Background: an optimization exercise with open tools, aiming at small area, a short achievable clock period and few clock cycles per item. Do not read the settings as production practice.
Function was checked by simulation only, so behaviour that the tests miss may differ from the original.
Power figures rest on the tool's default switching activity, not on a simulated workload.

Design mesh_duplicate_filter_relay_unit, start of the top module:
module mesh_duplicate_filter_relay_unit #(
  parameter int unsigned ENTRIES = mdfr_pkg::ENTRIES_D
) (
  input  logic                        clk,
  input  logic                        rst,
  input  logic                        cfg_we,
  input  logic [mdfr_pkg::MAC_W-1:0]  cfg_wdata,    
  input  logic                        s_tvalid,
  output logic                        s_tready,
  input  logic [159:0]                s_tdata,      
  input  logic [7:0]                  s_tuser,      
  output logic                        m_tvalid,
  input  logic                        m_tready,
  output logic [7:0]                  m_tdata,      
  output logic [2:0]                  m_tuser       
);
  logic [MAC_W-1:0]   self_mac;
  logic               take;
  logic               v2;          
  logic               cand2;       
  logic               own2;
  logic [ACT_W-1:0]   act_new2;    
  logic [ACT_W-1:0]   act_new_in;
  logic               own_in;
  logic               dup, ins;
  logic [ENTRIES-1:0] live, live_ins;
  logic [OCC_W-1:0]   occ;
  logic [ACT_W-1:0]   act;
  logic [7:0]         out_data;
  assign take   = s_tvalid && s_tready;
  assign own_in = (s_tdata[47:0] == self_mac);
  always_comb begin
    if (s_tdata[95:48] == self_mac)          act_new_in = ACT_DELIVER;
    else if (s_tuser == KIND_BCAST)          act_new_in = ACT_BCAST;
    else if (s_tuser == KIND_TARGETED)       act_new_in = ACT_TARGETED;
    else                                     act_new_in = ACT_PASS;
  end
  always_ff @(posedge clk) begin
    if (rst) begin
      self_mac <= '0;
      v2       <= 1'b0;
      cand2    <= 1'b0;
    end else begin
      if (cfg_we) self_mac <= cfg_wdata;
      v2    <= take;
      cand2 <= take && !own_in;
    end
  end
  always_ff @(posedge clk) begin
    own2     <= own_in;
  ...
==> flow/config.mk <==
export PLATFORM = sky130hd
export DESIGN_NAME = mesh_duplicate_filter_relay_unit
export DESIGN_NICKNAME = mesh_duplicate_filter_relay_unit
export VERILOG_FILES = /design/flow/design.v
export SDC_FILE = /design/flow/constraint.sdc
export NUM_CORES = 4
export LEC_CHECK = 0
export ABC_AREA = 1
export CAP_MARGIN = 20
export CORE_MARGIN = 2
export CORE_UTILIZATION = 55
export CTS_BUF_LIST = sky130_fd_sc_hd__clkbuf_16
export CTS_CLUSTER_DIAMETER = 70
export CTS_CLUSTER_SIZE = 25
export HOLD_SLACK_MARGIN = 0
export SETUP_SLACK_MARGIN = 4.2
export SLEW_MARGIN = 20
export TNS_END_PERCENT = 5
==> flow/constraint.sdc <==
create_clock -name core_clock -period 6.0 [get_ports {clk}]
set_input_delay 1.2000 -clock core_clock [delete_from_list [all_inputs] [get_ports {clk}]]
set_output_delay 1.2000 -clock core_clock [all_outputs]
set_load 0.01 [all_outputs]
standard.sh (not shown) runs the stock make flow with config.mk's settings and CLKGATE_MAP_FILE= SYNTH_SCRIPT=/design/flow/synth_recipe.tcl, a recipe that flattens the netlist after the stock synthesis.
==> flow/flow/run.sh <==
#!/bin/bash
# Standard ORFS layout with two changes: port buffers are the smallest plain buffer (the
# resizer still upsizes where timing needs it) and clock tree synthesis adds no dummy loads.
set -euo pipefail
export BUFFER_PORTS_ARGS="-buffer_cell sky130_fd_sc_hd__buf_1"
export CTS_ARGS="-sink_clustering_enable -repair_clock_nets -sink_clustering_size 25 -sink_clustering_max_diameter 70 -buf_list sky130_fd_sc_hd__clkbuf_16 -dont_use_dummy_load"
bash standard.sh finish > flow.log 2>&1
Testbench counts at the start, summed over its fixed seeds: cycles 3,216, items 3,200.
Rerun with:
--- a/flow/config.mk
+++ b/flow/config.mk
@@ -11 +11 @@
-export CORE_UTILIZATION = 55
+export CORE_UTILIZATION = 45
@@ -16 +16 @@
-export SETUP_SLACK_MARGIN = 4.2
+export SETUP_SLACK_MARGIN = 4.0
Sequential power hardly moves.
Maximum frequency increases by 0.67%.
Setup slack improved by 0.016 ns.
Total power increases by 1.1%.
Hold slack hardly moves.
Rerun with:
==> flow/run.sh (new file) <==
#!/bin/bash
# synth_recipe.tcl (not shown) runs the flow's synth.tcl, then flattens the netlist and writes it again
# the make line also repeats each setting of config.mk as NAME=value (left out here)
make -C /OpenROAD-flow-scripts/flow DESIGN_CONFIG=/design/flow/config.mk WORK_HOME=/design/flow/orfs CLKGATE_MAP_FILE= SYNTH_SCRIPT=/design/flow/synth_recipe.tcl finish
--- a/flow/config.mk
+++ b/flow/config.mk
@@ -8 +8 @@
-export ABC_AREA = 1
+export ABC_CLOCK_PERIOD_IN_PS = 2400
@@ -11 +11 @@
-export CORE_UTILIZATION = 45
+export CORE_UTILIZATION = 55
@@ -13,2 +13,2 @@
-export CTS_CLUSTER_DIAMETER = 70
-export CTS_CLUSTER_SIZE = 25
+export CTS_CLUSTER_DIAMETER = 80
+export CTS_CLUSTER_SIZE = 30
@@ -16 +16 @@
-export SETUP_SLACK_MARGIN = 4.0
+export SETUP_SLACK_MARGIN = 3.6
@@ -18 +17,0 @@
-export TNS_END_PERCENT = 5
removed: flow/flow/run.sh
removed: flow/standard.sh
- final area went down by 1.8%
- count of clock-buffer cells in the layout went down by 16
- sequential share of layout area rose by 1.0 points
- power goes down by 5.6%
- non-clock buffer count decreases by 68
- core utilization grows by 12 points
- sequential power shrinks by 3.5%
Rerun with:
==> flow/flow/run.sh (new file) <==
#!/bin/bash
# Standard ORFS layout with two changes: port buffers are the smallest plain buffer (the
# resizer still upsizes where timing needs it) and clock tree synthesis adds no dummy loads.
set -euo pipefail
export BUFFER_PORTS_ARGS="-buffer_cell sky130_fd_sc_hd__buf_1"
export CTS_ARGS="-sink_clustering_enable -repair_clock_nets -sink_clustering_size 25 -sink_clustering_max_diameter 70 -buf_list sky130_fd_sc_hd__clkbuf_16 -dont_use_dummy_load"
bash standard.sh finish > flow.log 2>&1
==> flow/standard.sh (new file) <==
#!/bin/bash
# synth_recipe.tcl (not shown) runs the flow's synth.tcl, then flattens the netlist and writes it again
# the make line also repeats each setting of config.mk as NAME=value (left out here)
make -C /OpenROAD-flow-scripts/flow DESIGN_CONFIG=/design/flow/config.mk WORK_HOME=/design/flow/orfs CLKGATE_MAP_FILE= SYNTH_SCRIPT=/design/flow/synth_recipe.tcl "${@:-finish}"
--- a/flow/config.mk
+++ b/flow/config.mk
@@ -8 +8 @@
-export ABC_CLOCK_PERIOD_IN_PS = 2400
+export ABC_CLOCK_PERIOD_IN_PS = 2200
@@ -13,2 +13,2 @@
-export CTS_CLUSTER_DIAMETER = 80
-export CTS_CLUSTER_SIZE = 30
+export CTS_CLUSTER_DIAMETER = 70
+export CTS_CLUSTER_SIZE = 25
@@ -16 +16 @@
-export SETUP_SLACK_MARGIN = 3.6
+export SETUP_SLACK_MARGIN = 3.8
@@ -17,0 +18 @@
+export TNS_END_PERCENT = 5
removed: flow/run.sh
Outcome: Die area does not change; worst setup slack gets worse by 0.058 ns; final area shrinks by a few percent; flip-flop and latch count stays the same; routed wire length fell by a few percent; total power went down slightly; core utilization shrinks by 3.5 points; clock power rises slightly.

[re-timing with driven ports]
Ports are ideal in the flow. The routed layouts listed here were re-timed in OpenROAD.
Step 1: set_driving_cell puts a clkbuf_16 on clk and a buf_2 on each other input, an assumption about the parent block.
Step 2 times the ports against the registers' clock, not the clock port: input delays grow and output delays shrink by t, the midpoint of the rising clock arrivals with the driver on.
Slacks: ideal / step 1 / step 2; pairs: ideal / step 1.
run	shift t [ns]	setup slack, ns	worst setup path after step 2	worst register clock-pin slew, ns	worst data-port slew with drivers (ns)
the first run	0.703	3.561 / 3.588 / 2.903	input to register	0.10 / 0.10	0.13
the second run	0.701	3.577 / 3.535 / 2.872	input to register	0.11 / 0.11	0.20
the third run	0.762	3.365 / 3.365 / 2.794	input to register	0.12 / 0.12	0.10
the fourth run	0.688	3.307 / 3.342 / 2.654	input to register	0.10 / 0.10	0.16
After both steps setup and hold are still met in every run listed. The setup slack of the second run, which loses most, moves by -0.042 ns with the drivers and by -0.705 ns with both steps.
